This is an optimization exercise on Yosys and OpenROAD, whose aim is small area, a short achievable clock period and few clock cycles per item, not a production implementation. Function was not checked in any run shown here: the RTL went through the layout flow alone. No activity file was given, so power comes from the tool's default toggle rates.

$ cat config.mk
export PLATFORM = sky130hd
export DESIGN_NAME = conv_top
export DESIGN_NICKNAME = conv_top
export VERILOG_FILES = /design/flow/design.v
export SDC_FILE = /design/flow/constraint.sdc
export NUM_CORES = 8
export LEC_CHECK = 0
export CAP_MARGIN = 20
export CORE_MARGIN = 2
export CORE_UTILIZATION = 65
export CTS_BUF_LIST = sky130_fd_sc_hd__clkbuf_8
export CTS_CLUSTER_DIAMETER = 50
export CTS_CLUSTER_SIZE = 22
export SETUP_SLACK_MARGIN = 5
export SLEW_MARGIN = 20
$ cat flow/fa_polarity.py
#!/usr/bin/env python3
"""Re-polarise the full adders of a flat sky130 netlist to drop inverters.

A full adder is self-dual: FA(~a, ~b, ~c) = (~cout, ~sum). Yosys's adder
extraction picks each adder's polarity on its own, so chains of adders are often
joined through inverters. This picks a polarity per full adder (flipping one
complements all its pins) that needs as few inverters as possible, then rewires
the netlist: every signal is taken from its driver, through one shared inverter
where the polarity differs. Registers, ports and all other cells are untouched
except for which net feeds their inputs. The function is unchanged.

usage: fa_polarity.py IN.v OUT.v
"""
import re, sys, random, collections

OUT_PINS = {"X", "Y", "Q", "Q_N", "SUM", "COUT", "HI", "LO"}
INV_RE = re.compile(r"^sky130_fd_sc_hd__inv_\d+$")
FA_RE = re.compile(r"^sky130_fd_sc_hd__fa_\d+$")

src = open(sys.argv[1]).read()
m = re.search(r"\bmodule\s+(\S+)\s*\((.*?)\);(.*)\bendmodule", src, re.S)
head_end = m.start(3)
body = m.group(3)

# statements of the body
stmts = [s.strip() for s in re.split(r";\s*\n", body) if s.strip()]
decls = []   # input/output/wire declarations, kept as is
cells = []   # [type, name, [(pin, net)], ]
other = []
cell_re = re.compile(r"^(\S+)\s+(\S+)\s*\((.*)\)$", re.S)
pin_re = re.compile(r"\.(\w+)\s*\(\s*(.*?)\s*\)\s*(?:,|$)", re.S)
ports_out = set()
ports_in = set()
for s in stmts:
    s2 = s.rstrip(";").strip()
    w = s2.split()[0]
    if w in ("input", "output", "wire", "inout"):
        decls.append(s2)
        toks = s2.replace(",", " ").split()
        names = [t for t in toks[1:] if not t.startswith("[")]
        rng = re.search(r"\[(\d+):(\d+)\]", s2)
        for n in names:
            if w == "wire":
                continue
            if rng:
                hi, lo = int(rng.group(1)), int(rng.group(2))
                bits = [f"{n}[{i}]" for i in range(min(hi, lo), max(hi, lo) + 1)]
            else:
                bits = [n]
            (ports_out if w == "output" else ports_in).update(bits)
        continue
    if w == "assign":
        other.append(s2)
        continue
    mm = cell_re.match(s2)
    if not mm:
        other.append(s2)
        continue
    pins = [(p, n.strip()) for p, n in pin_re.findall(mm.group(3))]
    cells.append([mm.group(1), mm.group(2), pins])

if any(o.startswith("assign") for o in other):
    # nets joined by assigns would need aliasing; leave such netlists alone
    open(sys.argv[2], "w").write(src)
    print("assign statements present: netlist left unchanged")
    sys.exit(0)

def norm(n):
    return n.replace(" ", "")

def is_const(n):
    return "'" in n

driver = {}
for ci, (t, name, pins) in enumerate(cells):
    for p, n in pins:
        if p in OUT_PINS and not is_const(n):
            driver[norm(n)] = (ci, p)

# inverters that may be removed: output not a port
inv_cells = set()
for ci, (t, name, pins) in enumerate(cells):
    if INV_RE.match(t):
        d = dict(pins)
        if norm(d["Y"]) not in ports_out:
            inv_cells.add(ci)

def root(n):
    n = norm(n)
    par = 0
    seen = 0
    while n in driver and driver[n][0] in inv_cells and seen < 100:
        ci = driver[n][0]
        n = norm(dict(cells[ci][2])["A"])
        par ^= 1
        seen += 1
    return n, par

fa_cells = [ci for ci, c in enumerate(cells) if FA_RE.match(c[0])]
fa_index = {ci: k for k, ci in enumerate(fa_cells)}

# loads: (cell index or None for port, pin, root net, parity)
loads = collections.defaultdict(list)   # root -> list of (ci, pin, par)
for ci, (t, name, pins) in enumerate(cells):
    if ci in inv_cells:
        continue
    for p, n in pins:
        if p in OUT_PINS or is_const(n):
            continue
        r, par = root(n)
        loads[r].append((ci, p, par))
for pn in ports_out:
    if pn in driver and driver[pn][0] in inv_cells:
        pass  # not possible: such inverters are kept
# roots driven by a kept inverter whose output is a port: those are ordinary cells

flip = [0] * len(fa_cells)

def provided(r):
    d = driver.get(r)
    if d and d[0] in fa_index:
        return flip[fa_index[d[0]]]
    return 0

def need(ci, p, par):
    if ci in fa_index and p in ("A", "B", "CIN"):
        return par ^ flip[fa_index[ci]]
    return par

def root_cost(r):
    q = provided(r)
    for ci, p, par in loads[r]:
        if need(ci, p, par) != q:
            return 1
    return 0

# roots touched by each fa
fa_roots = []
for ci in fa_cells:
    rs = set()
    for p, n in cells[ci][2]:
        if is_const(n):
            continue
        if p in OUT_PINS:
            rs.add(norm(n))
        else:
            rs.add(root(n)[0])
    fa_roots.append(rs)

def total():
    return sum(root_cost(r) for r in loads)

best = total()
print("inverters before:", len(inv_cells), "needed with current polarity:", best)
improved = True
it = 0
while improved and it < 50:
    improved = False
    it += 1
    order = list(range(len(fa_cells)))
    random.Random(it).shuffle(order)
    for k in order:
        before = sum(root_cost(r) for r in fa_roots[k])
        flip[k] ^= 1
        after = sum(root_cost(r) for r in fa_roots[k])
        if after < before:
            improved = True
        else:
            flip[k] ^= 1
# simulated annealing on top of the greedy result
import math
rng = random.Random(12345)
cur = total()
bestflip = flip[:]
bestcost = cur
T = 1.0
steps = 400000
for st in range(steps):
    T = 1.0 * (1 - st / steps) + 0.02
    k = rng.randrange(len(fa_cells))
    before = sum(root_cost(r) for r in fa_roots[k])
    flip[k] ^= 1
    after = sum(root_cost(r) for r in fa_roots[k])
    d = after - before
    if d <= 0 or rng.random() < math.exp(-d / T):
        cur += d
        if cur < bestcost:
            bestcost = cur
            bestflip = flip[:]
    else:
        flip[k] ^= 1
flip[:] = bestflip
final = total()
print("inverters needed after polarity choice:", final, "flipped:", sum(flip))

# rewrite
newinv = {}
uid = 0
def inv_net(r):
    global uid
    if r not in newinv:
        uid += 1
        newinv[r] = (f"_fapol_inv_{uid}_", f"_fapol_n_{uid}_")
    return newinv[r][1]

def fmt(n):
    return n if (n.startswith("\\") is False) else n + " "

netname = {}
for ci, (t, name, pins) in enumerate(cells):
    for p, n in pins:
        netname.setdefault(norm(n), n)

for r in loads:
    q = provided(r)
    for ci, p, par in loads[r]:
        want = need(ci, p, par)
        pins = cells[ci][2]
        for k, (pp, n) in enumerate(pins):
            if pp == p:
                if want == q:
                    pins[k] = (pp, netname.get(r, r))
                else:
                    pins[k] = (pp, inv_net(r))

out = [src[:head_end]]
for d in decls:
    out.append("  " + d + " ;\n")
for r, (iname, nnet) in newinv.items():
    out.append(f"  wire {nnet};\n")
for ci, (t, name, pins) in enumerate(cells):
    if ci in inv_cells:
        continue
    conn = ",\n".join(f"    .{p}({n if not n.startswith(chr(92)) else n.rstrip() + ' '})" for p, n in pins)
    out.append(f"  {t} {name} (\n{conn}\n  );\n")
for r, (iname, nnet) in newinv.items():
    rn = netname.get(r, r)
    if rn.startswith("\\"):
        rn = rn.rstrip() + " "
    out.append(f"  sky130_fd_sc_hd__inv_1 {iname} (\n    .A({rn}),\n    .Y({nnet})\n  );\n")
out.append("endmodule\n")
open(sys.argv[2], "w").write("".join(out))
print("inverters written:", len(newinv), "kept port inverters:",
      sum(1 for ci, c in enumerate(cells) if INV_RE.match(c[0]) and ci not in inv_cells))
$ cat design.v
`default_nettype none
package cnn_pkg;
	localparam int PIX_W = 8;
	localparam int WGT_W = 4;
	localparam int N_CH = 4;
	localparam int PATCH = 4;
	localparam int KSIZE = 3;
	localparam int N_POS = 4;
	localparam int FEAT_W = 8;
	localparam int FEAT_MAX = 127;
	localparam int ACC_DEFAULT = 20;
	localparam int ADDR_W = 6;
	localparam logic [ADDR_W-1:0] REG_PIX_BASE = ADDR_W'(0);
	localparam logic [ADDR_W-1:0] REG_WGT_BASE = ADDR_W'(16);
	localparam logic [ADDR_W-1:0] REG_BIAS = ADDR_W'(28);
	localparam logic [ADDR_W-1:0] REG_CMD = ADDR_W'(29);
	localparam logic [ADDR_W-1:0] REG_STATUS = ADDR_W'(30);
	localparam logic [ADDR_W-1:0] REG_FEAT = ADDR_W'(31);
	localparam logic [ADDR_W-1:0] REG_MAX = ADDR_W'(32);
	typedef enum logic [1:0] {
		CMD_NOP = 2'd0,
		CMD_START = 2'd1,
		CMD_CLEAR = 2'd2
	} cmd_e;
	typedef enum logic [2:0] {
		S_IDLE,
		S_WINDOW,
		S_MAC,
		S_QUANT,
		S_POOL,
		S_DONE
	} run_state_e;
endpackage
`default_nettype wire
`default_nettype none
module kernel_mac (
	input  logic [8:0]  a0, a1, a2,
	input  logic [4:0]  b0, b1, b2,
	input  logic [17:0] s_i,
	input  logic [17:0] c_i,
	output logic [17:0] s_o,
	output logic [17:0] c_o
);
	logic t0, t1, t2, t3, t4, t5, t6, t7, t8, t9, t10, t11, t12, t13, t14, t15;
	logic t16, t17, t18, t19, t20, t21, t22, t23, t24, t25, t26, t27, t28, t29, t30, t31;
	logic t32, t33, t34, t35, t36, t37, t38, t39, t40, t41, t42, t43, t44, t45, t46, t47;
	logic t48, t49, t50, t51, t52, t53, t54, t55, t56, t57, t58, t59, t60, t61, t62, t63;
	logic t64, t65, t66, t67, t68, t69, t70, t71, t72, t73, t74, t75, t76, t77, t78, t79;
	logic t80, t81, t82, t83, t84, t85, t86, t87, t88, t89, t90, t91, t92, t93, t94, t95;
	logic t96, t97, t98, t99, t100, t101, t102, t103, t104, t105, t106, t107, t108, t109, t110, t111;
	logic t112, t113, t114, t115, t116, t117, t118, t119, t120, t121, t122, t123, t124, t125, t126, t127;
	logic t128, t129, t130, t131, t132, t133, t134, t135, t136, t137, t138, t139, t140, t141, t142, t143;
	logic t144, t145, t146, t147, t148, t149, t150, t151, t152, t153, t154, t155, t156, t157, t158, t159;
	logic t160, t161, t162, t163, t164, t165, t166, t167, t168, t169, t170, t171, t172, t173, t174, t175;
	logic t176, t177, t178, t179, t180, t181, t182, t183, t184, t185, t186, t187, t188, t189, t190, t191;
	logic t192, t193, t194, t195, t196, t197, t198, t199, t200, t201, t202, t203, t204, t205, t206, t207;
	logic t208, t209, t210, t211, t212, t213, t214, t215, t216, t217, t218, t219, t220, t221, t222, t223;
	logic t224, t225, t226, t227, t228, t229, t230, t231, t232, t233, t234, t235, t236, t237, t238, t239;
	logic t240, t241, t242, t243, t244, t245, t246, t247, t248, t249, t250, t251, t252, t253, t254, t255;
	logic t256, t257, t258, t259, t260, t261, t262, t263, t264, t265, t266, t267, t268, t269, t270, t271;
	logic t272, t273, t274, t275, t276, t277, t278, t279, t280, t281, t282, t283, t284, t285, t286, t287;
	logic t288, t289, t290, t291, t292, t293, t294, t295, t296, t297, t298, t299, t300, t301, t302, t303;
	logic t304, t305, t306, t307, t308, t309;
	assign t0 = (a0[3] & b0[0]) ^ (a0[2] & b0[1]);
	assign t1 = (a0[3] & b0[0]) & (a0[2] & b0[1]);
	assign t2 = (a0[4] & b0[0]) ^ (a0[3] & b0[1]) ^ (a0[2] & b0[2]);
	assign t3 = ((a0[4] & b0[0]) & (a0[3] & b0[1])) | ((a0[2] & b0[2]) & ((a0[4] & b0[0]) ^ (a0[3] & b0[1])));
	assign t4 = (a0[1] & b0[3]) ^ ~(a0[0] & b0[4]) ^ (a1[4] & b1[0]);
	assign t5 = ((a0[1] & b0[3]) & ~(a0[0] & b0[4])) | ((a1[4] & b1[0]) & ((a0[1] & b0[3]) ^ ~(a0[0] & b0[4])));
	assign t6 = (a1[3] & b1[1]) ^ (a1[2] & b1[2]) ^ (a1[1] & b1[3]);
	assign t7 = ((a1[3] & b1[1]) & (a1[2] & b1[2])) | ((a1[1] & b1[3]) & ((a1[3] & b1[1]) ^ (a1[2] & b1[2])));
	assign t8 = (a0[5] & b0[0]) ^ (a0[4] & b0[1]) ^ (a0[3] & b0[2]);
	assign t9 = ((a0[5] & b0[0]) & (a0[4] & b0[1])) | ((a0[3] & b0[2]) & ((a0[5] & b0[0]) ^ (a0[4] & b0[1])));
	assign t10 = (a0[2] & b0[3]) ^ ~(a0[1] & b0[4]) ^ (a1[5] & b1[0]);
	assign t11 = ((a0[2] & b0[3]) & ~(a0[1] & b0[4])) | ((a1[5] & b1[0]) & ((a0[2] & b0[3]) ^ ~(a0[1] & b0[4])));
	assign t12 = (a1[4] & b1[1]) ^ (a1[3] & b1[2]) ^ (a1[2] & b1[3]);
	assign t13 = ((a1[4] & b1[1]) & (a1[3] & b1[2])) | ((a1[2] & b1[3]) & ((a1[4] & b1[1]) ^ (a1[3] & b1[2])));
	assign t14 = ~(a1[1] & b1[4]) ^ (a2[5] & b2[0]) ^ (a2[4] & b2[1]);
	assign t15 = (~(a1[1] & b1[4]) & (a2[5] & b2[0])) | ((a2[4] & b2[1]) & (~(a1[1] & b1[4]) ^ (a2[5] & b2[0])));
	assign t16 = (a0[6] & b0[0]) ^ (a0[5] & b0[1]) ^ (a0[4] & b0[2]);
	assign t17 = ((a0[6] & b0[0]) & (a0[5] & b0[1])) | ((a0[4] & b0[2]) & ((a0[6] & b0[0]) ^ (a0[5] & b0[1])));
	assign t18 = (a0[3] & b0[3]) ^ ~(a0[2] & b0[4]) ^ (a1[6] & b1[0]);
	assign t19 = ((a0[3] & b0[3]) & ~(a0[2] & b0[4])) | ((a1[6] & b1[0]) & ((a0[3] & b0[3]) ^ ~(a0[2] & b0[4])));
	assign t20 = (a1[5] & b1[1]) ^ (a1[4] & b1[2]) ^ (a1[3] & b1[3]);
	assign t21 = ((a1[5] & b1[1]) & (a1[4] & b1[2])) | ((a1[3] & b1[3]) & ((a1[5] & b1[1]) ^ (a1[4] & b1[2])));
	assign t22 = ~(a1[2] & b1[4]) ^ (a2[6] & b2[0]) ^ (a2[5] & b2[1]);
	assign t23 = (~(a1[2] & b1[4]) & (a2[6] & b2[0])) | ((a2[5] & b2[1]) & (~(a1[2] & b1[4]) ^ (a2[6] & b2[0])));
	assign t24 = (a0[7] & b0[0]) ^ (a0[6] & b0[1]) ^ (a0[5] & b0[2]);
	assign t25 = ((a0[7] & b0[0]) & (a0[6] & b0[1])) | ((a0[5] & b0[2]) & ((a0[7] & b0[0]) ^ (a0[6] & b0[1])));
	assign t26 = (a0[4] & b0[3]) ^ ~(a0[3] & b0[4]) ^ (a1[7] & b1[0]);
	assign t27 = ((a0[4] & b0[3]) & ~(a0[3] & b0[4])) | ((a1[7] & b1[0]) & ((a0[4] & b0[3]) ^ ~(a0[3] & b0[4])));
	assign t28 = (a1[6] & b1[1]) ^ (a1[5] & b1[2]) ^ (a1[4] & b1[3]);
	assign t29 = ((a1[6] & b1[1]) & (a1[5] & b1[2])) | ((a1[4] & b1[3]) & ((a1[6] & b1[1]) ^ (a1[5] & b1[2])));
	assign t30 = ~(a1[3] & b1[4]) ^ (a2[7] & b2[0]) ^ (a2[6] & b2[1]);
	assign t31 = (~(a1[3] & b1[4]) & (a2[7] & b2[0])) | ((a2[6] & b2[1]) & (~(a1[3] & b1[4]) ^ (a2[7] & b2[0])));
	assign t32 = ~(a0[8] & b0[0]) ^ (a0[7] & b0[1]) ^ (a0[6] & b0[2]);
	assign t33 = (~(a0[8] & b0[0]) & (a0[7] & b0[1])) | ((a0[6] & b0[2]) & (~(a0[8] & b0[0]) ^ (a0[7] & b0[1])));
	assign t34 = (a0[5] & b0[3]) ^ ~(a0[4] & b0[4]) ^ ~(a1[8] & b1[0]);
	assign t35 = ((a0[5] & b0[3]) & ~(a0[4] & b0[4])) | (~(a1[8] & b1[0]) & ((a0[5] & b0[3]) ^ ~(a0[4] & b0[4])));
	assign t36 = (a1[7] & b1[1]) ^ (a1[6] & b1[2]) ^ (a1[5] & b1[3]);
	assign t37 = ((a1[7] & b1[1]) & (a1[6] & b1[2])) | ((a1[5] & b1[3]) & ((a1[7] & b1[1]) ^ (a1[6] & b1[2])));
	assign t38 = ~(a1[4] & b1[4]) ^ ~(a2[8] & b2[0]) ^ (a2[7] & b2[1]);
	assign t39 = (~(a1[4] & b1[4]) & ~(a2[8] & b2[0])) | ((a2[7] & b2[1]) & (~(a1[4] & b1[4]) ^ ~(a2[8] & b2[0])));
	assign t40 = (a2[6] & b2[2]) ^ (a2[5] & b2[3]);
	assign t41 = (a2[6] & b2[2]) & (a2[5] & b2[3]);
	assign t42 = ~(a0[8] & b0[1]) ^ (a0[7] & b0[2]) ^ (a0[6] & b0[3]);
	assign t43 = (~(a0[8] & b0[1]) & (a0[7] & b0[2])) | ((a0[6] & b0[3]) & (~(a0[8] & b0[1]) ^ (a0[7] & b0[2])));
	assign t44 = ~(a0[5] & b0[4]) ^ ~(a1[8] & b1[1]) ^ (a1[7] & b1[2]);
	assign t45 = (~(a0[5] & b0[4]) & ~(a1[8] & b1[1])) | ((a1[7] & b1[2]) & (~(a0[5] & b0[4]) ^ ~(a1[8] & b1[1])));
	assign t46 = (a1[6] & b1[3]) ^ ~(a1[5] & b1[4]) ^ ~(a2[8] & b2[1]);
	assign t47 = ((a1[6] & b1[3]) & ~(a1[5] & b1[4])) | (~(a2[8] & b2[1]) & ((a1[6] & b1[3]) ^ ~(a1[5] & b1[4])));
	assign t48 = (a2[7] & b2[2]) ^ (a2[6] & b2[3]);
	assign t49 = (a2[7] & b2[2]) & (a2[6] & b2[3]);
	assign t50 = ~(a0[8] & b0[2]) ^ (a0[7] & b0[3]) ^ ~(a0[6] & b0[4]);
	assign t51 = (~(a0[8] & b0[2]) & (a0[7] & b0[3])) | (~(a0[6] & b0[4]) & (~(a0[8] & b0[2]) ^ (a0[7] & b0[3])));
	assign t52 = (a0[2] & b0[0]) ^ (a0[1] & b0[1]) ^ (a0[0] & b0[2]);
	assign t53 = ((a0[2] & b0[0]) & (a0[1] & b0[1])) | ((a0[0] & b0[2]) & ((a0[2] & b0[0]) ^ (a0[1] & b0[1])));
	assign t54 = (a0[1] & b0[2]) ^ (a0[0] & b0[3]) ^ (a1[3] & b1[0]);
	assign t55 = ((a0[1] & b0[2]) & (a0[0] & b0[3])) | ((a1[3] & b1[0]) & ((a0[1] & b0[2]) ^ (a0[0] & b0[3])));
	assign t56 = (a1[2] & b1[1]) ^ (a1[1] & b1[2]) ^ (a1[0] & b1[3]);
	assign t57 = ((a1[2] & b1[1]) & (a1[1] & b1[2])) | ((a1[0] & b1[3]) & ((a1[2] & b1[1]) ^ (a1[1] & b1[2])));
	assign t58 = (a2[3] & b2[0]) ^ (a2[2] & b2[1]);
	assign t59 = (a2[3] & b2[0]) & (a2[2] & b2[1]);
	assign t60 = ~(a1[0] & b1[4]) ^ (a2[4] & b2[0]) ^ (a2[3] & b2[1]);
	assign t61 = (~(a1[0] & b1[4]) & (a2[4] & b2[0])) | ((a2[3] & b2[1]) & (~(a1[0] & b1[4]) ^ (a2[4] & b2[0])));
	assign t62 = (a2[2] & b2[2]) ^ (a2[1] & b2[3]) ^ ~(a2[0] & b2[4]);
	assign t63 = ((a2[2] & b2[2]) & (a2[1] & b2[3])) | (~(a2[0] & b2[4]) & ((a2[2] & b2[2]) ^ (a2[1] & b2[3])));
	assign t64 = s_i[4] ^ c_i[4] ^ 1'b1;
	assign t65 = (s_i[4] & c_i[4]) | (1'b1 & (s_i[4] ^ c_i[4]));
	assign t66 = t1 ^ t2;
	assign t67 = t1 & t2;
	assign t68 = (a2[3] & b2[2]) ^ (a2[2] & b2[3]) ^ ~(a2[1] & b2[4]);
	assign t69 = ((a2[3] & b2[2]) & (a2[2] & b2[3])) | (~(a2[1] & b2[4]) & ((a2[3] & b2[2]) ^ (a2[2] & b2[3])));
	assign t70 = s_i[5] ^ c_i[5] ^ 1'b1;
	assign t71 = (s_i[5] & c_i[5]) | (1'b1 & (s_i[5] ^ c_i[5]));
	assign t72 = t3 ^ t5 ^ t7;
	assign t73 = (t3 & t5) | (t7 & (t3 ^ t5));
	assign t74 = t8 ^ t10 ^ t12;
	assign t75 = (t8 & t10) | (t12 & (t8 ^ t10));
	assign t76 = (a2[4] & b2[2]) ^ (a2[3] & b2[3]) ^ ~(a2[2] & b2[4]);
	assign t77 = ((a2[4] & b2[2]) & (a2[3] & b2[3])) | (~(a2[2] & b2[4]) & ((a2[4] & b2[2]) ^ (a2[3] & b2[3])));
	assign t78 = s_i[6] ^ c_i[6] ^ t9;
	assign t79 = (s_i[6] & c_i[6]) | (t9 & (s_i[6] ^ c_i[6]));
	assign t80 = t11 ^ t13 ^ t15;
	assign t81 = (t11 & t13) | (t15 & (t11 ^ t13));
	assign t82 = t16 ^ t18 ^ t20;
	assign t83 = (t16 & t18) | (t20 & (t16 ^ t18));
	assign t84 = (a2[5] & b2[2]) ^ (a2[4] & b2[3]) ^ ~(a2[3] & b2[4]);
	assign t85 = ((a2[5] & b2[2]) & (a2[4] & b2[3])) | (~(a2[3] & b2[4]) & ((a2[5] & b2[2]) ^ (a2[4] & b2[3])));
	assign t86 = s_i[7] ^ c_i[7] ^ t17;
	assign t87 = (s_i[7] & c_i[7]) | (t17 & (s_i[7] ^ c_i[7]));
	assign t88 = t19 ^ t21 ^ t23;
	assign t89 = (t19 & t21) | (t23 & (t19 ^ t21));
	assign t90 = t24 ^ t26 ^ t28;
	assign t91 = (t24 & t26) | (t28 & (t24 ^ t26));
	assign t92 = ~(a2[4] & b2[4]) ^ s_i[8] ^ c_i[8];
	assign t93 = (~(a2[4] & b2[4]) & s_i[8]) | (c_i[8] & (~(a2[4] & b2[4]) ^ s_i[8]));
	assign t94 = 1'b1 ^ t25 ^ t27;
	assign t95 = (1'b1 & t25) | (t27 & (1'b1 ^ t25));
	assign t96 = t29 ^ t31 ^ t32;
	assign t97 = (t29 & t31) | (t32 & (t29 ^ t31));
	assign t98 = t34 ^ t36 ^ t38;
	assign t99 = (t34 & t36) | (t38 & (t34 ^ t36));
	assign t100 = ~(a2[5] & b2[4]) ^ s_i[9] ^ c_i[9];
	assign t101 = (~(a2[5] & b2[4]) & s_i[9]) | (c_i[9] & (~(a2[5] & b2[4]) ^ s_i[9]));
	assign t102 = 1'b1 ^ t33 ^ t35;
	assign t103 = (1'b1 & t33) | (t35 & (1'b1 ^ t33));
	assign t104 = t37 ^ t39 ^ t41;
	assign t105 = (t37 & t39) | (t41 & (t37 ^ t39));
	assign t106 = t42 ^ t44 ^ t46;
	assign t107 = (t42 & t44) | (t46 & (t42 ^ t44));
	assign t108 = ~(a1[8] & b1[2]) ^ (a1[7] & b1[3]) ^ ~(a1[6] & b1[4]);
	assign t109 = (~(a1[8] & b1[2]) & (a1[7] & b1[3])) | (~(a1[6] & b1[4]) & (~(a1[8] & b1[2]) ^ (a1[7] & b1[3])));
	assign t110 = ~(a2[8] & b2[2]) ^ (a2[7] & b2[3]) ^ ~(a2[6] & b2[4]);
	assign t111 = (~(a2[8] & b2[2]) & (a2[7] & b2[3])) | (~(a2[6] & b2[4]) & (~(a2[8] & b2[2]) ^ (a2[7] & b2[3])));
	assign t112 = s_i[10] ^ c_i[10] ^ t43;
	assign t113 = (s_i[10] & c_i[10]) | (t43 & (s_i[10] ^ c_i[10]));
	assign t114 = t45 ^ t47 ^ t49;
	assign t115 = (t45 & t47) | (t49 & (t45 ^ t47));
	assign t116 = ~(a0[8] & b0[3]) ^ ~(a0[7] & b0[4]) ^ ~(a1[8] & b1[3]);
	assign t117 = (~(a0[8] & b0[3]) & ~(a0[7] & b0[4])) | (~(a1[8] & b1[3]) & (~(a0[8] & b0[3]) ^ ~(a0[7] & b0[4])));
	assign t118 = ~(a1[7] & b1[4]) ^ ~(a2[8] & b2[3]) ^ ~(a2[7] & b2[4]);
	assign t119 = (~(a1[7] & b1[4]) & ~(a2[8] & b2[3])) | (~(a2[7] & b2[4]) & (~(a1[7] & b1[4]) ^ ~(a2[8] & b2[3])));
	assign t120 = (a0[1] & b0[0]) ^ (a0[0] & b0[1]) ^ (a1[1] & b1[0]);
	assign t121 = ((a0[1] & b0[0]) & (a0[0] & b0[1])) | ((a1[1] & b1[0]) & ((a0[1] & b0[0]) ^ (a0[0] & b0[1])));
	assign t122 = (a1[2] & b1[0]) ^ (a1[1] & b1[1]) ^ (a1[0] & b1[2]);
	assign t123 = ((a1[2] & b1[0]) & (a1[1] & b1[1])) | ((a1[0] & b1[2]) & ((a1[2] & b1[0]) ^ (a1[1] & b1[1])));
	assign t124 = (a2[2] & b2[0]) ^ (a2[1] & b2[1]) ^ (a2[0] & b2[2]);
	assign t125 = ((a2[2] & b2[0]) & (a2[1] & b2[1])) | ((a2[0] & b2[2]) & ((a2[2] & b2[0]) ^ (a2[1] & b2[1])));
	assign t126 = (a2[1] & b2[2]) ^ (a2[0] & b2[3]) ^ s_i[3];
	assign t127 = ((a2[1] & b2[2]) & (a2[0] & b2[3])) | (s_i[3] & ((a2[1] & b2[2]) ^ (a2[0] & b2[3])));
	assign t128 = c_i[3] ^ t0 ^ t53;
	assign t129 = (c_i[3] & t0) | (t53 & (c_i[3] ^ t0));
	assign t130 = t54 ^ t56;
	assign t131 = t54 & t56;
	assign t132 = t4 ^ t6 ^ t55;
	assign t133 = (t4 & t6) | (t55 & (t4 ^ t6));
	assign t134 = t57 ^ t59 ^ t60;
	assign t135 = (t57 & t59) | (t60 & (t57 ^ t59));
	assign t136 = t62 ^ t64 ^ t66;
	assign t137 = (t62 & t64) | (t66 & (t62 ^ t64));
	assign t138 = t14 ^ t61 ^ t63;
	assign t139 = (t14 & t61) | (t63 & (t14 ^ t61));
	assign t140 = t65 ^ t67 ^ t68;
	assign t141 = (t65 & t67) | (t68 & (t65 ^ t67));
	assign t142 = t70 ^ t72 ^ t74;
	assign t143 = (t70 & t72) | (t74 & (t70 ^ t72));
	assign t144 = t22 ^ t69 ^ t71;
	assign t145 = (t22 & t69) | (t71 & (t22 ^ t69));
	assign t146 = t73 ^ t75 ^ t76;
	assign t147 = (t73 & t75) | (t76 & (t73 ^ t75));
	assign t148 = t78 ^ t80 ^ t82;
	assign t149 = (t78 & t80) | (t82 & (t78 ^ t80));
	assign t150 = t30 ^ t77 ^ t79;
	assign t151 = (t30 & t77) | (t79 & (t30 ^ t77));
	assign t152 = t81 ^ t83 ^ t84;
	assign t153 = (t81 & t83) | (t84 & (t81 ^ t83));
	assign t154 = t86 ^ t88 ^ t90;
	assign t155 = (t86 & t88) | (t90 & (t86 ^ t88));
	assign t156 = t40 ^ t85 ^ t87;
	assign t157 = (t40 & t85) | (t87 & (t40 ^ t85));
	assign t158 = t89 ^ t91 ^ t92;
	assign t159 = (t89 & t91) | (t92 & (t89 ^ t91));
	assign t160 = t94 ^ t96 ^ t98;
	assign t161 = (t94 & t96) | (t98 & (t94 ^ t96));
	assign t162 = t48 ^ t93 ^ t95;
	assign t163 = (t48 & t93) | (t95 & (t48 ^ t93));
	assign t164 = t97 ^ t99 ^ t100;
	assign t165 = (t97 & t99) | (t100 & (t97 ^ t99));
	assign t166 = t102 ^ t104 ^ t106;
	assign t167 = (t102 & t104) | (t106 & (t102 ^ t104));
	assign t168 = t50 ^ t101 ^ t103;
	assign t169 = (t50 & t101) | (t103 & (t50 ^ t101));
	assign t170 = t105 ^ t107 ^ t108;
	assign t171 = (t105 & t107) | (t108 & (t105 ^ t107));
	assign t172 = t110 ^ t112 ^ t114;
	assign t173 = (t110 & t112) | (t114 & (t110 ^ t112));
	assign t174 = s_i[11] ^ c_i[11] ^ t51;
	assign t175 = (s_i[11] & c_i[11]) | (t51 & (s_i[11] ^ c_i[11]));
	assign t176 = t109 ^ t111 ^ t113;
	assign t177 = (t109 & t111) | (t113 & (t109 ^ t111));
	assign t178 = t115 ^ t116 ^ t118;
	assign t179 = (t115 & t116) | (t118 & (t115 ^ t116));
	assign t180 = (a0[8] & b0[4]) ^ (a1[8] & b1[4]) ^ (a2[8] & b2[4]);
	assign t181 = ((a0[8] & b0[4]) & (a1[8] & b1[4])) | ((a2[8] & b2[4]) & ((a0[8] & b0[4]) ^ (a1[8] & b1[4])));
	assign t182 = s_i[12] ^ c_i[12] ^ t117;
	assign t183 = (s_i[12] & c_i[12]) | (t117 & (s_i[12] ^ c_i[12]));
	assign t184 = (a0[0] & b0[0]) ^ (a1[0] & b1[0]);
	assign t185 = (a0[0] & b0[0]) & (a1[0] & b1[0]);
	assign t186 = (a1[0] & b1[1]) ^ (a2[1] & b2[0]) ^ (a2[0] & b2[1]);
	assign t187 = ((a1[0] & b1[1]) & (a2[1] & b2[0])) | ((a2[0] & b2[1]) & ((a1[0] & b1[1]) ^ (a2[1] & b2[0])));
	assign t188 = s_i[1] ^ c_i[1];
	assign t189 = s_i[1] & c_i[1];
	assign t190 = s_i[2] ^ c_i[2] ^ t52;
	assign t191 = (s_i[2] & c_i[2]) | (t52 & (s_i[2] ^ c_i[2]));
	assign t192 = t121 ^ t122 ^ t124;
	assign t193 = (t121 & t122) | (t124 & (t121 ^ t122));
	assign t194 = t58 ^ t123 ^ t125;
	assign t195 = (t58 & t123) | (t125 & (t58 ^ t123));
	assign t196 = t126 ^ t128 ^ t130;
	assign t197 = (t126 & t128) | (t130 & (t126 ^ t128));
	assign t198 = t127 ^ t129 ^ t131;
	assign t199 = (t127 & t129) | (t131 & (t127 ^ t129));
	assign t200 = t132 ^ t134 ^ t136;
	assign t201 = (t132 & t134) | (t136 & (t132 ^ t134));
	assign t202 = t133 ^ t135 ^ t137;
	assign t203 = (t133 & t135) | (t137 & (t133 ^ t135));
	assign t204 = t138 ^ t140 ^ t142;
	assign t205 = (t138 & t140) | (t142 & (t138 ^ t140));
	assign t206 = t139 ^ t141 ^ t143;
	assign t207 = (t139 & t141) | (t143 & (t139 ^ t141));
	assign t208 = t144 ^ t146 ^ t148;
	assign t209 = (t144 & t146) | (t148 & (t144 ^ t146));
	assign t210 = t145 ^ t147 ^ t149;
	assign t211 = (t145 & t147) | (t149 & (t145 ^ t147));
	assign t212 = t150 ^ t152 ^ t154;
	assign t213 = (t150 & t152) | (t154 & (t150 ^ t152));
	assign t214 = t151 ^ t153 ^ t155;
	assign t215 = (t151 & t153) | (t155 & (t151 ^ t153));
	assign t216 = t156 ^ t158 ^ t160;
	assign t217 = (t156 & t158) | (t160 & (t156 ^ t158));
	assign t218 = t157 ^ t159 ^ t161;
	assign t219 = (t157 & t159) | (t161 & (t157 ^ t159));
	assign t220 = t162 ^ t164 ^ t166;
	assign t221 = (t162 & t164) | (t166 & (t162 ^ t164));
	assign t222 = t163 ^ t165 ^ t167;
	assign t223 = (t163 & t165) | (t167 & (t163 ^ t165));
	assign t224 = t168 ^ t170 ^ t172;
	assign t225 = (t168 & t170) | (t172 & (t168 ^ t170));
	assign t226 = t169 ^ t171 ^ t173;
	assign t227 = (t169 & t171) | (t173 & (t169 ^ t171));
	assign t228 = t174 ^ t176 ^ t178;
	assign t229 = (t174 & t176) | (t178 & (t174 ^ t176));
	assign t230 = t119 ^ t175 ^ t177;
	assign t231 = (t119 & t175) | (t177 & (t119 ^ t175));
	assign t232 = t179 ^ t180 ^ t182;
	assign t233 = (t179 & t180) | (t182 & (t179 ^ t180));
	assign t234 = s_i[13] ^ c_i[13] ^ 1'b1;
	assign t235 = (s_i[13] & c_i[13]) | (1'b1 & (s_i[13] ^ c_i[13]));
	assign t236 = t181 ^ t183;
	assign t237 = t181 & t183;
	assign t238 = (a2[0] & b2[0]) ^ s_i[0];
	assign t239 = (a2[0] & b2[0]) & s_i[0];
	assign t240 = t120 ^ t185 ^ t186;
	assign t241 = (t120 & t185) | (t186 & (t120 ^ t185));
	assign t242 = t187 ^ t189 ^ t190;
	assign t243 = (t187 & t189) | (t190 & (t187 ^ t189));
	assign t244 = t191 ^ t193 ^ t194;
	assign t245 = (t191 & t193) | (t194 & (t191 ^ t193));
	assign t246 = t195 ^ t197 ^ t198;
	assign t247 = (t195 & t197) | (t198 & (t195 ^ t197));
	assign t248 = t199 ^ t201 ^ t202;
	assign t249 = (t199 & t201) | (t202 & (t199 ^ t201));
	assign t250 = t203 ^ t205 ^ t206;
	assign t251 = (t203 & t205) | (t206 & (t203 ^ t205));
	assign t252 = t207 ^ t209 ^ t210;
	assign t253 = (t207 & t209) | (t210 & (t207 ^ t209));
	assign t254 = t211 ^ t213 ^ t214;
	assign t255 = (t211 & t213) | (t214 & (t211 ^ t213));
	assign t256 = t215 ^ t217 ^ t218;
	assign t257 = (t215 & t217) | (t218 & (t215 ^ t217));
	assign t258 = t219 ^ t221 ^ t222;
	assign t259 = (t219 & t221) | (t222 & (t219 ^ t221));
	assign t260 = t223 ^ t225 ^ t226;
	assign t261 = (t223 & t225) | (t226 & (t223 ^ t225));
	assign t262 = t227 ^ t229 ^ t230;
	assign t263 = (t227 & t229) | (t230 & (t227 ^ t229));
	assign t264 = t231 ^ t233 ^ t234;
	assign t265 = (t231 & t233) | (t234 & (t231 ^ t233));
	assign t266 = s_i[14] ^ c_i[14] ^ t235;
	assign t267 = (s_i[14] & c_i[14]) | (t235 & (s_i[14] ^ c_i[14]));
	assign t268 = s_i[15] ^ c_i[15];
	assign t269 = s_i[15] & c_i[15];
	assign t270 = s_i[16] ^ c_i[16];
	assign t271 = s_i[16] & c_i[16];
	assign t272 = s_i[17] ^ c_i[17];
	assign t273 = s_i[17] & c_i[17];
	assign t274 = c_i[0] ^ t184;
	assign t275 = c_i[0] & t184;
	assign t276 = t188 ^ t239 ^ t240;
	assign t277 = (t188 & t239) | (t240 & (t188 ^ t239));
	assign t278 = t192 ^ t241 ^ t242;
	assign t279 = (t192 & t241) | (t242 & (t192 ^ t241));
	assign t280 = t196 ^ t243 ^ t244;
	assign t281 = (t196 & t243) | (t244 & (t196 ^ t243));
	assign t282 = t200 ^ t245 ^ t246;
	assign t283 = (t200 & t245) | (t246 & (t200 ^ t245));
	assign t284 = t204 ^ t247 ^ t248;
	assign t285 = (t204 & t247) | (t248 & (t204 ^ t247));
	assign t286 = t208 ^ t249 ^ t250;
	assign t287 = (t208 & t249) | (t250 & (t208 ^ t249));
	assign t288 = t212 ^ t251 ^ t252;
	assign t289 = (t212 & t251) | (t252 & (t212 ^ t251));
	assign t290 = t216 ^ t253 ^ t254;
	assign t291 = (t216 & t253) | (t254 & (t216 ^ t253));
	assign t292 = t220 ^ t255 ^ t256;
	assign t293 = (t220 & t255) | (t256 & (t220 ^ t255));
	assign t294 = t224 ^ t257 ^ t258;
	assign t295 = (t224 & t257) | (t258 & (t224 ^ t257));
	assign t296 = t228 ^ t259 ^ t260;
	assign t297 = (t228 & t259) | (t260 & (t228 ^ t259));
	assign t298 = t232 ^ t261 ^ t262;
	assign t299 = (t232 & t261) | (t262 & (t232 ^ t261));
	assign t300 = t236 ^ t263 ^ t264;
	assign t301 = (t236 & t263) | (t264 & (t236 ^ t263));
	assign t302 = t237 ^ t265 ^ t266;
	assign t303 = (t237 & t265) | (t266 & (t237 ^ t265));
	assign t304 = 1'b1 ^ t267 ^ t268;
	assign t305 = (1'b1 & t267) | (t268 & (1'b1 ^ t267));
	assign t306 = 1'b1 ^ t269 ^ t270;
	assign t307 = (1'b1 & t269) | (t270 & (1'b1 ^ t269));
	assign t308 = 1'b1 ^ t271 ^ t272;
	assign t309 = (1'b1 & t271) | (t272 & (1'b1 ^ t271));
	assign s_o = {t307, t305, t303, t301, t299, t297, t295, t293, t291, t289, t287, t285, t283, t281, t279, t277, t275, t238};
	assign c_o = {t308, t306, t304, t302, t300, t298, t296, t294, t292, t290, t288, t286, t284, t282, t280, t278, t276, t274};
endmodule
`default_nettype wire
`default_nettype none
module conv_top (
	input  logic        clk,
	input  logic        rst_n,
	input  logic        wb_cyc_i,
	input  logic        wb_stb_i,
	input  logic        wb_we_i,
	input  logic [5:0]  wb_adr_i,
	input  logic [31:0] wb_dat_i,
	output logic [31:0] wb_dat_o,
	output logic        wb_ack_o
);
	logic go, go2;
	logic done_q;
	logic req, wr, pix_w, wgt_w, bias_w, cmd_w, start_cmd, clear_cmd;
	logic max_wait;
	assign req = wb_cyc_i && wb_stb_i;
	assign wb_ack_o = req && !(max_wait && wb_adr_i == 6'd32);
	assign wr = req && wb_we_i && rst_n;
	assign max_wait = go || go2;
	assign pix_w = wr && wb_adr_i[5:4] == 2'b00;
	assign wgt_w = wr && wb_adr_i >= 6'd16 && wb_adr_i <= 6'd27;
	assign bias_w = wr && wb_adr_i == 6'd28;
	assign cmd_w = wr && wb_adr_i == 6'd29 && wb_dat_i[31:2] == 30'd0;
	assign start_cmd = cmd_w && wb_dat_i[1:0] == 2'd1;
	assign clear_cmd = cmd_w && wb_dat_i[1:0] == 2'd2;
	logic [15:0] sp0, sp1;
	logic [11:0] sw0, sw1;
	always_comb begin
		sp0 = '0;
		sp1 = '0;
		sw0 = '0;
		sw1 = '0;
		for (int ch = 0; ch < 4; ch++) begin
			for (int r = 0; r < 4; r++) begin
				if (wb_adr_i == 6'(ch * 4 + r)) begin
					sp0[ch * 4 + r] = 1'b1;
					if (r < 3) sw0[ch * 3 + r] = 1'b1;
					if (r > 0) sw1[ch * 3 + r - 1] = 1'b1;
				end
			end
			for (int kr = 0; kr < 3; kr++) begin
				if (wb_adr_i == 6'(16 + ch * 3 + kr)) begin
					sp0[ch * 4 + kr] = 1'b1;
					sp1[ch * 4 + kr + 1] = 1'b1;
					sw0[ch * 3 + kr] = 1'b1;
				end
			end
		end
	end
	logic [31:0] pix [16];
	logic [15:0] pix_v;
	logic [11:0] wgt [12];
	logic [11:0] wgt_v;
	logic signed [3:0] bias;
	always_ff @(posedge clk) begin
		for (int i = 0; i < 16; i++)
			if (wr && wb_adr_i == 6'(i)) pix[i] <= wb_dat_i;
		for (int i = 0; i < 12; i++)
			if (wr && wb_adr_i == 6'(16 + i)) wgt[i] <= wb_dat_i[11:0];
	end
	always_ff @(posedge clk) begin
		if (!rst_n) begin
			pix_v <= '0;
			wgt_v <= '0;
			bias <= '0;
		end else begin
			for (int i = 0; i < 16; i++)
				if (wr && wb_adr_i == 6'(i)) pix_v[i] <= 1'b1;
			for (int i = 0; i < 12; i++)
				if (wr && wb_adr_i == 6'(16 + i)) wgt_v[i] <= 1'b1;
			if (bias_w) bias <= wb_dat_i[3:0];
		end
	end
	logic [31:0] prow0, prow1;
	logic [11:0] wrow0, wrow1;
	logic        q_pix, q_wgt;
	logic [31:0] x0_q, x1_q;
	logic [11:0] y0_q, y1_q;
	always_comb begin
		prow0 = '0;
		prow1 = '0;
		wrow0 = '0;
		wrow1 = '0;
		for (int i = 0; i < 16; i++) begin
			prow0 = prow0 | ({32{sp0[i] & pix_v[i]}} & pix[i]);
			prow1 = prow1 | ({32{sp1[i] & pix_v[i]}} & pix[i]);
		end
		for (int i = 0; i < 12; i++) begin
			wrow0 = wrow0 | ({12{sw0[i] & wgt_v[i]}} & wgt[i]);
			wrow1 = wrow1 | ({12{sw1[i] & wgt_v[i]}} & wgt[i]);
		end
	end
	always_ff @(posedge clk) begin
		if (!rst_n) begin
			q_pix <= 1'b0;
			q_wgt <= 1'b0;
		end else begin
			q_pix <= pix_w;
			q_wgt <= wgt_w;
		end
	end
	always_ff @(posedge clk) begin
		x0_q <= pix_w ? wb_dat_i : prow0;
		x1_q <= pix_w ? prow0 : prow1;
		y0_q <= pix_w ? wrow0 : wb_dat_i[11:0];
		y1_q <= pix_w ? wrow1 : wrow0;
	end
	logic [8:0] a [2][4];
	logic [4:0] b [2][3];
	always_comb begin
		for (int x = 0; x < 4; x++) begin
			logic [7:0] m0, s1, m1;
			m0 = q_pix ? x1_q[(3-x)*8 +: 8] : 8'd0;
			s1 = q_pix ? x0_q[(3-x)*8 +: 8] : x1_q[(3-x)*8 +: 8];
			m1 = q_pix ? x1_q[(3-x)*8 +: 8] : 8'd0;
			a[0][x] = {1'b0, x0_q[(3-x)*8 +: 8]} - {1'b0, m0};
			a[1][x] = {1'b0, s1} - {1'b0, m1};
		end
		for (int c = 0; c < 3; c++) begin
			if (q_pix) begin
				b[0][c] = {y0_q[(2-c)*4+3], y0_q[(2-c)*4 +: 4]};
				b[1][c] = {y1_q[(2-c)*4+3], y1_q[(2-c)*4 +: 4]};
			end else if (q_wgt) begin
				b[0][c] = {y0_q[(2-c)*4+3], y0_q[(2-c)*4 +: 4]}
					- {y1_q[(2-c)*4+3], y1_q[(2-c)*4 +: 4]};
				b[1][c] = b[0][c];
			end else begin
				b[0][c] = '0;
				b[1][c] = '0;
			end
		end
	end
	logic [17:0] acc_s [4];
	logic [17:0] acc_c [4];
	logic [17:0] nxt_s [4];
	logic [17:0] nxt_c [4];
	for (genvar p = 0; p < 4; p++) begin : g_pos
		kernel_mac u_mac (
			.a0(a[p/2][p%2]), .a1(a[p/2][p%2 + 1]), .a2(a[p/2][p%2 + 2]),
			.b0(b[p/2][0]), .b1(b[p/2][1]), .b2(b[p/2][2]),
			.s_i(fb_s[p]), .c_i(fb_c[p]), .s_o(nxt_s[p]), .c_o(nxt_c[p])
		);
	end
	logic rst_q;
	logic [17:0] fb_s [4];
	logic [17:0] fb_c [4];
	always_ff @(posedge clk) rst_q <= !rst_n;
	always_comb begin
		for (int p = 0; p < 4; p++) begin
			fb_s[p] = rst_q ? 18'd64 : acc_s[p];
			fb_c[p] = rst_q ? 18'd0 : acc_c[p];
		end
	end
	always_ff @(posedge clk) begin
		for (int p = 0; p < 4; p++) begin
			acc_s[p] <= nxt_s[p];
			acc_c[p] <= nxt_c[p];
		end
	end
	logic [6:0] feat [4];
	logic [6:0] fmax;
	always_ff @(posedge clk) begin
		if (!rst_n) begin
			go <= 1'b0;
			done_q <= 1'b0;
		end else begin
			go <= start_cmd;
			if (start_cmd) done_q <= 1'b1;
			else if (clear_cmd) done_q <= 1'b0;
		end
	end
	logic [6:0] fc [4];
	logic [6:0] fm;
	always_comb begin
		logic ge [4][4];
		for (int p = 0; p < 4; p++) begin
			logic [17:0] sum;
			logic [10:0] f;
			sum = acc_s[p] + acc_c[p] + {{7{bias[3]}}, bias, 7'd0};
			f = sum[17:7];
			fc[p] = f[10] ? 7'd0 : (f[9:7] != 3'd0 ? 7'd127 : f[6:0]);
		end
		for (int i = 0; i < 4; i++)
			for (int j = 0; j < 4; j++)
				ge[i][j] = feat[i] >= feat[j];
		if (ge[0][1] && ge[0][2] && ge[0][3]) fm = feat[0];
		else if (ge[1][2] && ge[1][3]) fm = feat[1];
		else if (ge[2][3]) fm = feat[2];
		else fm = feat[3];
	end
	always_ff @(posedge clk) begin
		if (!rst_n) begin
			for (int p = 0; p < 4; p++) feat[p] <= '0;
			fmax <= '0;
			go2 <= 1'b0;
		end else begin
			if (go) begin
				for (int p = 0; p < 4; p++) feat[p] <= fc[p];
			end
			if (go2) fmax <= fm;
			go2 <= go;
		end
	end
	always_comb begin
		case (wb_adr_i)
			6'd30: wb_dat_o = {30'd0, done_q, 1'b0};
			6'd31: wb_dat_o = {1'b0, feat[0], 1'b0, feat[1], 1'b0, feat[2], 1'b0, feat[3]};
			6'd32: wb_dat_o = {25'd0, fmax};
			default: wb_dat_o = '0;
		endcase
	end
endmodule
`default_nettype wire
$ cat flow/run.sh
#!/bin/bash
# The standard layout (standard.sh) with one step added after the standard
# synthesis: flow/fa_polarity.py re-polarises the full adders of the synthesized
# netlist to drop the inverters between them (same function, same registers).
# SETUP_SLACK_MARGIN below sets how far below the clock period ORFS's setup repair
# aims; the clock period and constraints are the standard flow's.
set -euo pipefail
MARGIN=5
sed "s/SETUP_SLACK_MARGIN=[0-9.]*/SETUP_SLACK_MARGIN=$MARGIN/" standard.sh > standard_margin.sh
grep -q "SETUP_SLACK_MARGIN=$MARGIN" standard_margin.sh
R=$(pwd)/orfs/results/sky130hd/conv_top/base
bash standard_margin.sh synth > synth.log 2>&1
cp "$R/1_2_yosys.v" yosys_standard.v
python3 flow/fa_polarity.py yosys_standard.v "$R/1_2_yosys.v" > fa_polarity.log 2>&1
touch "$R/1_2_yosys.v"
bash standard_margin.sh do-1_synth > synth_odb.log 2>&1
bash standard_margin.sh > layout.log 2>&1
$ cat standard.sh
#!/bin/bash
# synth_recipe.tcl (not shown) runs the flow's synth.tcl, then flattens the netlist and writes it again
# the make line also repeats each setting of config.mk as NAME=value (left out here)
make -C /OpenROAD-flow-scripts/flow DESIGN_CONFIG=/design/flow/config.mk WORK_HOME=/design/flow/orfs CLKGATE_MAP_FILE= SYNTH_SCRIPT=/design/flow/synth_recipe.tcl "${@:-finish}"
$ cat constraint.sdc
create_clock -name core_clock -period 11.0 [get_ports {clk}]
set_input_delay 2.2000 -clock core_clock [delete_from_list [all_inputs] [get_ports {clk}]]
set_output_delay 2.2000 -clock core_clock [all_outputs]
set_load 0.01 [all_outputs]
==> run_results.csv, run 1 <==
group,metric,value,unit
floorplan,die_y,307,um
drt,drt-initial-drc-count,6827,
global_routing,grt_pass1_wl,283000,um
global_routing,first_global_vias,44166,
final_layout,n_fill_cell,6516,
sta,setup_viol,0,
sta,rsz0062_at_grt,"yes",
worst_setup_path,crit_path_end_kind,"output pin",
drt,drt-total-wl,193000,um
global_routing,grt_max_degree,83,
drt,drtAntennaViolNets,0,
placed_design,finalWeightedCongestion,1.00,
final_layout,seq_area,0.0258,mm^2
clock_network,cts.sinks,961,
clock_network,cts_tree,"done",
power_and_ir_drop,power.density,141,mW/mm^2
sta,timing.final.ws_setup,5.00,ns
clock_network,clk_pin_slew_worst_paths,0.09,ns
worst_setup_path,crit_arrival,3.80,ns
sta,maxSlewViolCount,0,
job,cap_violations,0,
clock_network,cts_root_buf,"clkbuf_8",
floorplan,start_util,0.653,
floorplan,row_count,111,
yosys,avgSynthCellArea,11.9,um^2
placed_design,placed_cells,6143,
clock_network,cts.path.max_buffers,3,
min_path,hold_path.class,"reg -> reg",
status,status,"complete, no violations",
drt,route.vias.total,43936,
floorplan,core,0.0914,mm^2
floorplan,ios,76,
sta,fin_skew,0.0885,ns
worst_setup_path,start_kind,"input pin",
global_routing,grt_overflow,0,
power_and_ir_drop,p_leak,25.5,nW
yosys,netlist_area,0.0597,mm^2
drt,dr.pass1.iters,10,
global_routing,grt_util_all_layers,0.413,
floorplan,dieWidth,307,um
worst_setup_path,critPathMaxFanout,15,
placed_design,numPortBuffers,71,
final_layout,finalNonFillerCells,6378,
worst_setup_path,worst_ep_required_time,8.80,ns
worst_setup_path,cpMaxStageDelayCell,"dlygate4sd2_1",
worst_setup_path,critPathMaxStageDelay,0.28,ns
yosys,syn_inst,5006,
placed_design,hpwl,127000,um
drt,wl_per_cell,30.3,um
clock_network,cts_buffers,97,
yosys,yosys_warnings,25,
sta,hold_viol,0,
final_layout,multiInputGateArea,0.0323,mm^2
sta,fin_setup_tns,0,ns
final_layout,syn_to_final_growth,9.64,%
sta,relSlewSlack,0.246,
sta,period_needed,6.00,ns
sta,fin_crit_sh,0.546,
placed_design,pre_cts_ws,3.47,ns
global_routing,antenna_found_initial,11,
floorplan,die_area,0.0943,mm^2
drt,vias_per_cell,6.89,
final_layout,layout.nets,6015,
worst_setup_path,worstSetupPathType,"in -> out",
clock_network,cts.htree.levels,3,
final_layout,layout-drive-gt1-share,0.119,
power_and_ir_drop,ir_drop,171,uV
sta,tightestPinTransition,1.13,ns
sta,max_freq,0.167,GHz
worst_setup_path,crit_chain,"buf_2 -> buf_12 -> nor2_4 -> nand2_4 -> nor3b_2 -> buf_4 -> o21ai_2 -> and3_1 -> dlygate4sd2_1",
drt,drc,0,
clock_network,clkLatencyLatePin,0.85,ns
## layout by cell type (no fill, tap or decap), types with 46 or more instances in the layout
cell        n
a21o_1     89
a21oi_1    88
a221oi_1   74
a222oi_1  101
a22o_1     61
a22oi_1   247
and3_1     52
buf_4     148
clkbuf_8   97
dfxtp_1   302
edfxtp_1  656
fa_1      577
ha_1      277
inv_1     351
mux2_2     63
nand2_1   313
nand2b_1  157
nand4_1    76
nor2_1    430
nor2b_1    95
nor3_1     73
o21a_1     46
o21ai_0    58
## final timing paths
check,slack (ns),cells past startpoint,from,end
max,5.00,9,wb_adr_i[0],wb_ack_o
min,0.46,2,bias[0],bias[0]
max reg2reg,5.14,18,q_pix,acc_c[1][9]
min reg2reg,0.46,2,bias[0],bias[0]
## critical path, delay by kind of cell
family	cells	cell delay (ns)
AOI/OAI and AO/OA	1	0.12
buffers and inverters	4	0.81
and+or+nand+nor	4	0.67
## cell type report
type                    count  share of cell area
well taps                1186              0.0227
inverters                 353              0.0202
repair buffers            239              0.0336
multi-input cells        3455               0.494
flip-flops and latches    961               0.394
diodes                      4            0.000153
clock inverters            83              0.0144
clock buffers              97              0.0204
## per-stage QoR
step                       util  hold slack (ns)  total power [W]  cell area (um^2)
after detailed placement  0.679            0.437          0.00665             62000
after global routing      0.716            0.469          0.00975             65500
after floorplan               -            0.418          0.00600             59800
after global placement    0.679            0.427          0.00655             62000
after CTS                 0.710            0.460          0.00923             64900
final                     0.716            0.461          0.00922             65500
## timing repair
item | 4_1_cts | 5_1_grt
pin swaps | 9 | 31
gates resized for setup | 112 | 94
setup buffers | 27 | 17
setup endpoints to repair | 97 | 64
gates cloned | 3 | 3
hold buffers | 0 | 0
hold endpoints to repair | 0 | 0
## registers in the layout (all words and copies together), names as in the netlist, 7 cells and up
signal,count
pix,512
wgt,144
acc_c,72
acc_s,72
x0_q,32
x1_q,32
feat,28
pix_v,16
wgt_v,12
y0_q,12
y1_q,12
fmax,7
## power by group
group / switching [W] / leakage, nW / internal, W / total (W)
Combinational: 0.00137 / 16.0 / 0.00106 / 0.00242
Clock: 0.00152 / 1.13 / 0.00109 / 0.00261
Sequential: 0.000143 / 8.39 / 0.00405 / 0.00419
## routing by layer
layer  GRT usage  share of wire
met1       0.531           0.35
met4       0.223          0.065
met2       0.638           0.45
met5     0.00724        0.00072
met3       0.117           0.13
==> inputs of run 2 (changes only) <==
--- a/flow/run.sh
+++ b/flow/run.sh
@@ -6,5 +6,5 @@
 # aims; the clock period and constraints are the standard flow's.
 set -euo pipefail
-MARGIN=5
+MARGIN=6.5
 sed "s/SETUP_SLACK_MARGIN=[0-9.]*/SETUP_SLACK_MARGIN=$MARGIN/" standard.sh > standard_margin.sh
 grep -q "SETUP_SLACK_MARGIN=$MARGIN" standard_margin.sh
==> run_results.csv, run 2 <==
group,metric,value,unit
clock_network,cts.sinks,961,
worst_setup_path,worstSetupPathType,"reg -> reg",
placed_design,numPortBuffers,71,
sta,max_freq,0.173,GHz
placed_design,hpwl,128000,um
min_path,min_path_cells,2,
final_layout,syn_to_final_growth,16.0,%
sta,relSlewSlack,0.216,
global_routing,grt_pass1_wl,293000,um
drt,dr.pass1.iters,10,
final_layout,final_cell_mix,"edfxtp_1, nor2_1, fa_1",
power_and_ir_drop,sw_frac_of_total,0.336,
power_and_ir_drop,seqPwrFrac,0.441,
worst_setup_path,worst_ep_required_time,11.69,ns
power_and_ir_drop,p_comb_frac,0.279,
worst_setup_path,reg2reg_slack,5.21,ns
global_routing,grt_overflow,0,
sta,setup_viol,0,
worst_setup_path,r2r_cells,20,
sta,fin_crit_sh,0.527,
power_and_ir_drop,internal_power,0.00631,W
drt,drc,0,
final_layout,top_regs,"pix x512, wgt x144",
drt,vias_per_cell,6.88,
drt,drtAntennaViolNets,0,
clock_network,hold_buffers,0,
floorplan,core,0.0914,mm^2
clock_network,cts.path.max_buffers,3,
power_and_ir_drop,p_sw,0.00320,W
final_layout,regMostFlops,"pix",
floorplan,die_y,307,um
yosys,avgSynthCellArea,11.9,um^2
floorplan,row_count,111,
worst_setup_path,path_buf_inv,4,
power_and_ir_drop,p_leak,26.9,nW
drt,route.vias.total,44926,
min_path,hp-start,"bias[0]",
power_and_ir_drop,power.density,137,mW/mm^2
placed_design,placed_cells,6137,
min_path,hold_end,"bias[0]",
job,cap_violations,0,
worst_setup_path,path_common_cell,"fa_1",
global_routing,grt_max_degree,78,
sta,tightestPinTransition,1.17,ns
worst_setup_path,cp_top_family,"adder cells",
clock_network,cts_root_buf,"clkbuf_8",
worst_setup_path,crit_path_end_kind,"flop",
sta,holdWs,0.468,ns
yosys,yosys_warnings,25,
final_layout,mostFrequentLayoutCell,"edfxtp_1",
floorplan,ios,76,
drt,drt-initial-drc-count,6753,
sta,period_needed,5.79,ns
worst_setup_path,worstReg2RegEnd,"acc_c[2][8]",
worst_setup_path,timing.rr.start,"q_pix",
worst_setup_path,critPathMaxFanout,5,
status,status,"complete, no violations",
sta,rsz0062_at_grt,"yes",
sta,hold_viol,0,
worst_setup_path,critPathMaxStageDelay,0.58,ns
floorplan,dieWidth,307,um
sta,maxSlewViolCount,0,
clock_network,clkLatencyLatePin,0.87,ns
floorplan,start_util,0.653,
final_layout,largest_reg_flops,512,
placed_design,finalWeightedCongestion,0.975,
global_routing,first_global_vias,45846,
worst_setup_path,cpMaxStageDelayCell,"fa_1",
drt,drt-total-wl,202000,um
clock_network,cts_buffers,99,
floorplan,die_area,0.0943,mm^2
final_layout,n_fill_cell,5981,
final_layout,finalNonFillerCells,6533,
worst_setup_path,start_kind,"flop",
worst_setup_path,crit_chain,"buf_16 -> buf_8 -> mux2i_4 -> inv_1 -> ha_1 -> nor2b_4 -> o21ai_4 -> a21boi_4 -> o21ai_2 -> a21oi_2 -> o21ai_2 -> nor3b_4 -> buf_4 -> nor3_4 -> fa_1 -> fa_1 -> fa_2 -> fa_1 -> fa_1 -> fa_2",
min_path,hold_path.class,"reg -> reg",
global_routing,antenna_found_initial,13,
worst_setup_path,crit_arrival,6.48,ns
power_and_ir_drop,pwr-share-clk,0.280,
clock_network,cts.htree.levels,3,
yosys,netlist_area,0.0597,mm^2
sta,fin_setup_tns,0,ns
power_and_ir_drop,ir_drop,177,uV
final_layout,layout.nets,6162,
global_routing,grt_util_all_layers,0.428,
drt,wl_per_cell,30.9,um
clock_network,clk_pin_slew_worst_paths,0.12,ns
final_layout,layout-drive-gt1-share,0.234,
sta,fin_skew,0.0769,ns
clock_network,cts_tree,"done",
yosys,syn_inst,5006,
## run 2: how the worst max path moves through the flow
| stage | startpoint | to | slack [ns] | cells past startpoint |
|---|---|---|---|---|
| CTS | wb_adr_i[1] | wb_dat_o[6] | 5.34 | 10 |
| floorplan | q_pix | acc_c[3][10] | 5.46 | 21 |
| global placement | wb_adr_i[4] | wb_dat_o[1] | 3.77 | 8 |
| finish | q_pix | acc_c[2][8] | 5.21 | 20 |
| detailed placement | wb_adr_i[4] | wb_dat_o[6] | 3.69 | 7 |
| global route | q_pix | acc_c[2][9] | 5.04 | 21 |
## run 2: area by class of cell
type | instances | area, um^2 | share of cell area
multi-input combinational | 3454 | 34500 | 0.499
sequential | 961 | 25800 | 0.373
timing repair buffer | 385 | 3700 | 0.0534
tap | 1186 | 1480 | 0.0214
clock buffer | 103 | 1420 | 0.0205
inverter | 353 | 1330 | 0.0192
clock inverter | 84 | 947 | 0.0137
antenna | 7 | 17.5 | 0.000253
## run 2: tightest hold or removal path: stages, from the launching register on
cell     delay, ns
dfxtp_1       0.33
nand2_1       0.05
o21ai_0       0.06
## run 2: per-stage QoR
| stage | power, W | utilization | setup WS (ns) | area, um^2 |
|---|---|---|---|---|
| after floorplan | 0.00606 | - | 5.46 | 61100 |
| after global placement | 0.00671 | 0.690 | 3.77 | 63100 |
| after detailed placement | 0.00679 | 0.690 | 3.69 | 63100 |
| after CTS | 0.00948 | 0.748 | 5.34 | 68400 |
| after global routing | 0.00999 | 0.758 | 5.04 | 69300 |
| final | 0.00951 | 0.758 | 5.21 | 69300 |
## run 2: metal layers
layer  vias to the layer above  share of wire  GRT usage
li1                      18536              -          -
met1                     21916           0.34      0.533
met2                      3480           0.45      0.671
met3                       992           0.13      0.111
met4                         2          0.079      0.272
met5                         -       0.000059    0.00207
## run 2: timing repair
action	4_1_cts	5_1_grt
pin swaps	174	123
gates cloned	9	0
resized for setup	536	140
setup endpoints to repair	292	162
buffers inserted	151	42
## run 2: power by group through the flow
stage	clock, W	combinational [W]	sequential, W
6_report	0.00267	0.00266	0.00419
5_1_grt	0.00279	0.00298	0.00421
4_1_cts	0.00266	0.00263	0.00419
3_5_place_dp	0	0.00252	0.00427
3_3_place_gp	0	0.00245	0.00426
2_1_floorplan	0	0.00183	0.00423

-- port drivers added, routing unchanged --
The flow's constraints put no driver on any port. The routed layouts listed below were extracted and timed again, unchanged, in two steps. Step 1 assumes that a clkbuf_16 drives the clock port and a buf_2 every other input. Step 2 times the ports against the registers' clock, not the clock port: input delays grow and output delays shrink by t, the midpoint of the rising clock arrivals with the driver on. a / b / c = ideal / step 1 / step 2; a / b = the first two.
| run | shift t [ns] | setup slack, ns | worst setup path at the end | latest minus earliest clock arrival (ns) | cell pins on the clock port's net |
|---|---|---|---|---|---|
| run 1 | 0.877 | 4.996 / 4.972 / 4.972 | input to output | 0.089 / 0.090 | 1 |
| run 2 | 0.913 | 5.208 / 5.208 / 5.208 | register to register | 0.101 / 0.101 | 1 |
After both steps setup and hold are still met in every run listed. For run 1, which loses most, drivers alone change the setup slack by -0.024 ns; drivers and shift together by -0.024 ns.
